Background: an optimization exercise with open tools, aiming at small area. Do not read the settings as production practice. Only simulation tests tie the RTL to the original design; equivalence was not proved.

==> flow/design.v (excerpt) <==
module victim_buffer_ctrl (
   input  logic              clk,
   input  logic              reset,
   input  logic              lookup_valid,
   output logic              lookup_ready,
   input  logic [victim_buffer_pkg::TAG_W-1:0]  lookup_tag,
   output logic              resp_valid,
   output logic              resp_hit,
   output logic              resp_dirty,
   output logic [victim_buffer_pkg::DATA_W-1:0] resp_data,
   input  logic              insert_valid,
   output logic              insert_ready,
   input  logic [victim_buffer_pkg::TAG_W-1:0]  insert_tag,
   input  logic [victim_buffer_pkg::DATA_W-1:0] insert_data,
   input  logic              insert_dirty,
   output logic              evict_valid,
   input  logic              evict_ready,
   output logic [victim_buffer_pkg::TAG_W-1:0]  evict_tag,
   output logic [victim_buffer_pkg::DATA_W-1:0] evict_data,
   input  logic [victim_buffer_pkg::SIZE-1:0]   lru_in,
   output logic [victim_buffer_pkg::SIZE-1:0]   usage_out,
   output logic              update_usage_out
);
Size: ~3,200 cells after synthesis, roughly 1,400 flip-flops, about 870 I/O pins.
==> flow/config.mk <==
export PLATFORM = sky130hd
export DESIGN_NAME = victim_buffer_ctrl
export DESIGN_NICKNAME = victim_buffer_ctrl
export VERILOG_FILES = /design/flow/design.v
export SDC_FILE = /design/flow/constraint.sdc
export NUM_CORES = 4
export LEC_CHECK = 0
export CAP_MARGIN = 20
export CORE_MARGIN = 2
export CORE_UTILIZATION = 65
export SLEW_MARGIN = 20
==> flow/constraint.sdc <==
create_clock -name core_clock -period 6.0 [get_ports {clk}]
set_input_delay 1.2000 -clock core_clock [delete_from_list [all_inputs] [get_ports {clk}]]
set_output_delay 1.2000 -clock core_clock [all_outputs]
set_load 0.01 [all_outputs]
standard.sh (not shown) runs the stock make flow with config.mk's settings and CLKGATE_MAP_FILE= SYNTH_SCRIPT=/design/flow/synth_recipe.tcl, a recipe that flattens the netlist after the stock synthesis.
==> flow/flow/run.sh <==
#!/bin/bash
# The standard ORFS layout, with two changes that only cut buffer area:
#  - every port still gets its buffer, but the smallest one (buf_1) rather than the default pick;
#  - the clock tree uses clkbuf_4 leaves over larger sink clusters, without dummy loads.
set -euo pipefail
export BUFFER_PORTS_ARGS="-buffer_cell sky130_fd_sc_hd__buf_1"
export CTS_ARGS="-sink_clustering_enable -repair_clock_nets -buf_list sky130_fd_sc_hd__clkbuf_4 -root_buf sky130_fd_sc_hd__clkbuf_16 -sink_clustering_size 10 -sink_clustering_max_diameter 40 -dont_use_dummy_load"
bash standard.sh > standard.log 2>&1
The starting point produced a clean layout.
Then changed:
--- a/flow/flow/run.sh
+++ b/flow/flow/run.sh
@@ -7 +7 @@
-export CTS_ARGS="-sink_clustering_enable -repair_clock_nets -buf_list sky130_fd_sc_hd__clkbuf_4 -root_buf sky130_fd_sc_hd__clkbuf_16 -sink_clustering_size 10 -sink_clustering_max_diameter 40 -dont_use_dummy_load"
+export CTS_ARGS="-sink_clustering_enable -repair_clock_nets -buf_list sky130_fd_sc_hd__clkbuf_4 -root_buf sky130_fd_sc_hd__clkbuf_16 -sink_clustering_size 10 -sink_clustering_max_diameter 50 -dont_use_dummy_load"
What happened:
- The new run passed the timing, design-rule and antenna checks
- setup slack gets better by 0.068 ns
- final area barely changes
- hold slack gets better by 0.032 ns
- wire length stays flat

* * *

The RTL this note starts from:
==> flow/design.v <==
package victim_buffer_pkg;
   localparam int SIZE = 4;
   localparam int TAG_W = 28;
   localparam int DATA_W = 256;
   localparam int LINES = SIZE + 1;    
endpackage
module vb_first_one #(parameter int W = 4) (
   input  logic [W-1:0] req_i,
   output logic [W-1:0] onehot_o,
   output logic         any_o
);
   assign onehot_o = req_i & (~req_i + W'(1));
   assign any_o = |req_i;
endmodule
module victim_buffer_ctrl (
   input  logic              clk,
   input  logic              reset,
   input  logic              lookup_valid,
   output logic              lookup_ready,
   input  logic [victim_buffer_pkg::TAG_W-1:0]  lookup_tag,
   output logic              resp_valid,
   output logic              resp_hit,
   output logic              resp_dirty,
   output logic [victim_buffer_pkg::DATA_W-1:0] resp_data,
   input  logic              insert_valid,
   output logic              insert_ready,
   input  logic [victim_buffer_pkg::TAG_W-1:0]  insert_tag,
   input  logic [victim_buffer_pkg::DATA_W-1:0] insert_data,
   input  logic              insert_dirty,
   output logic              evict_valid,
   input  logic              evict_ready,
   output logic [victim_buffer_pkg::TAG_W-1:0]  evict_tag,
   output logic [victim_buffer_pkg::DATA_W-1:0] evict_data,
   input  logic [victim_buffer_pkg::SIZE-1:0]   lru_in,
   output logic [victim_buffer_pkg::SIZE-1:0]   usage_out,
   output logic              update_usage_out
);
   localparam int S = victim_buffer_pkg::SIZE;
   localparam int P = victim_buffer_pkg::LINES;
   localparam int TW = victim_buffer_pkg::TAG_W;
   localparam int DW = victim_buffer_pkg::DATA_W;
   logic           evict_q, hold_dirty_q;
   logic [S-1:0]   valid_q, dirty_q, slot_q;
   logic [P-1:0]   map_q [S];
   logic [P-1:0]   rsel_q;
   logic [TW-1:0]  tag_q [P];
   logic [DW-1:0]  data_q [P];
   logic           idle, lk_acc, ins_acc, free_any, lru_any, match_any, go_evict;
   logic [DW-1:0]  rd_data;
   logic [S-1:0]   hit_oh, match_oh, post_valid, post_dirty, free_oh, lru_oh, lru_sel, slot_oh, dirty_new;
   logic [P-1:0]   rd_sel, line_valid, eq_lk, eq_ins, hit_line, spare, slot_line, vic_line;
   assign idle = !evict_q;
   assign lookup_ready = idle;
   assign insert_ready = idle;
   assign evict_valid = evict_q;
   assign lk_acc = lookup_valid && idle;
   assign ins_acc = insert_valid && idle;
   always_comb begin
      line_valid = '0;
      spare = '1;
      slot_line = '0;
      vic_line = '0;
      for (int s = 0; s < S; s++) begin
         line_valid = line_valid | (valid_q[s] ? map_q[s] : '0);
         spare = spare & ~map_q[s];
         slot_line = slot_line | (slot_oh[s] ? map_q[s] : '0);
         vic_line = vic_line | (slot_q[s] ? map_q[s] : '0);
      end
      for (int p = 0; p < P; p++) begin
         eq_lk[p] = tag_q[p] == lookup_tag;
         eq_ins[p] = tag_q[p] == insert_tag;
      end
      hit_line = line_valid & eq_lk & {P{lk_acc}};
      for (int s = 0; s < S; s++) begin
         hit_oh[s] = |(map_q[s] & hit_line);
         match_oh[s] = valid_q[s] && !hit_oh[s] && |(map_q[s] & eq_ins);
      end
   end
   assign post_valid = valid_q & ~hit_oh;
   assign post_dirty = dirty_q & ~hit_oh;
   vb_first_one #(.W(S)) u_free (.req_i(~post_valid), .onehot_o(free_oh), .any_o(free_any));
   vb_first_one #(.W(S)) u_lru (.req_i(lru_in), .onehot_o(lru_oh), .any_o(lru_any));
   assign lru_sel = lru_any ? lru_oh : S'(1);
   assign match_any = |match_oh;
   assign slot_oh = match_any ? match_oh : free_any ? free_oh : lru_sel;
   assign go_evict = ins_acc && !match_any && !free_any && |(lru_sel & dirty_q);
   assign dirty_new = (match_any ? post_dirty : post_dirty & ~slot_oh) | (insert_dirty ? slot_oh : '0);
   always_comb begin
      rd_sel = rsel_q | (evict_q ? vic_line : '0);
      rd_data = '0;
      evict_tag = '0;
      for (int p = 0; p < P; p++) begin
         rd_data = rd_data | (rd_sel[p] ? data_q[p] : '0);
         evict_tag = evict_tag | (vic_line[p] ? tag_q[p] : '0);
      end
   end
   assign evict_data = rd_data;
   assign resp_data = evict_q ? '0 : rd_data;
   assign resp_hit = |rsel_q;
   assign usage_out = slot_q;
   always_ff @(posedge clk or posedge reset)
      if (reset) begin
         evict_q <= 1'b0;
         valid_q <= '0;
         dirty_q <= '0;
         for (int s = 0; s < S; s++) map_q[s] <= P'(1) << s;
         resp_valid <= 1'b0;
         update_usage_out <= 1'b0;
      end else begin
         resp_valid <= lk_acc;
         update_usage_out <= 1'b0;
         if (idle) begin
            valid_q <= post_valid;
            dirty_q <= post_dirty;
            if (go_evict) begin
               evict_q <= 1'b1;
            end else if (ins_acc) begin
               valid_q <= post_valid | slot_oh;
               dirty_q <= dirty_new;
               for (int s = 0; s < S; s++) if (slot_oh[s]) map_q[s] <= spare;
               update_usage_out <= 1'b1;
            end
         end else if (evict_ready) begin
            evict_q <= 1'b0;
            valid_q <= valid_q | slot_q;
            dirty_q <= (dirty_q & ~slot_q) | (hold_dirty_q ? slot_q : '0);
            for (int s = 0; s < S; s++) if (slot_q[s]) map_q[s] <= spare;
            update_usage_out <= 1'b1;
         end
      end
   always_ff @(posedge clk) begin
      rsel_q <= hit_line;
      resp_dirty <= |(hit_oh & dirty_q);
      if (ins_acc) begin
         slot_q <= slot_oh;
         hold_dirty_q <= insert_dirty;
      end
   end
   always_ff @(posedge clk)
      for (int p = 0; p < P; p++)
         if (ins_acc && spare[p]) begin
            tag_q[p] <= insert_tag;
            data_q[p] <= insert_data;
         end
endmodule
Settings: LEC_CHECK=0, CAP_MARGIN=30, CORE_MARGIN=2, CORE_UTILIZATION=40, SLEW_MARGIN=40; clock period 6.0 ns.
run.sh (not shown) runs the stock make flow with config.mk's settings and CLKGATE_MAP_FILE= SYNTH_SCRIPT=/design/flow/synth_recipe.tcl, a recipe that flattens the netlist after the stock synthesis.
Stock flow here: none of the scripts above is used.
==> next run, changes <==
==> flow/flow/run.sh (new file) <==
#!/bin/bash
# The standard ORFS layout, with two changes that only cut buffer area:
#  - every port still gets its buffer, but the smallest one (buf_1) rather than the default pick;
#  - the clock tree uses clkbuf_4 leaves over larger sink clusters, without dummy loads.
set -euo pipefail
export BUFFER_PORTS_ARGS="-buffer_cell sky130_fd_sc_hd__buf_1"
export CTS_ARGS="-sink_clustering_enable -repair_clock_nets -buf_list sky130_fd_sc_hd__clkbuf_4 -root_buf sky130_fd_sc_hd__clkbuf_16 -sink_clustering_size 10 -sink_clustering_max_diameter 50 -dont_use_dummy_load"
bash standard.sh > standard.log 2>&1
==> flow/standard.sh (new file) <==
#!/bin/bash
# synth_recipe.tcl (not shown) runs the flow's synth.tcl, then flattens the netlist and writes it again
# the make line also repeats each setting of config.mk as NAME=value (left out here)
make -C /OpenROAD-flow-scripts/flow DESIGN_CONFIG=/design/flow/config.mk WORK_HOME=/design/flow/orfs CLKGATE_MAP_FILE= SYNTH_SCRIPT=/design/flow/synth_recipe.tcl "${@:-finish}"
CAP_MARGIN = 20   (was 30)
CORE_UTILIZATION = 65   (was 40)
SLEW_MARGIN = 20   (was 40)
removed: flow/run.sh
Final cell count drops by about 14%. Via count rose by about 1.7%. Global-route usage went up by 13 points. Count of clock-buffer cells in the layout drops by 24. Die area falls by 38%.

-- static timing again, ports no longer ideal --
The results above use ideal ports. As a check the final layouts listed here were re-extracted and re-timed, cells and wires unchanged.
Step 1, drivers: a clkbuf_16 drives clk and a buf_2 each remaining input, both assumed.
Step 2 times the ports against the registers' clock, not the clock port: input delays grow and output delays shrink by t, the midpoint of the rising clock arrivals with the driver on.
a / b / c = ideal / step 1 / step 2; a / b = the first two.
run	t, ns	setup WS [ns]	worst register clock-pin slew, ns	worst slew at a driven data input, ns
the first run of note 1	0.788	1.221 / 1.267 / 0.478	0.12 / 0.12	0.20
the second run of note 1	0.783	1.289 / 1.335 / 0.552	0.12 / 0.12	0.21
the first run of note 2	0.843	0.710 / 0.629 / 0.349	0.07 / 0.07	0.20
the second run of note 2	0.801	0.811 / 0.736 / 0.666	0.11 / 0.11	0.19
After both steps every run listed still meets setup and hold. For the first run of note 1, which loses most, drivers alone change the setup slack by +0.046 ns; drivers and shift together by -0.743 ns.
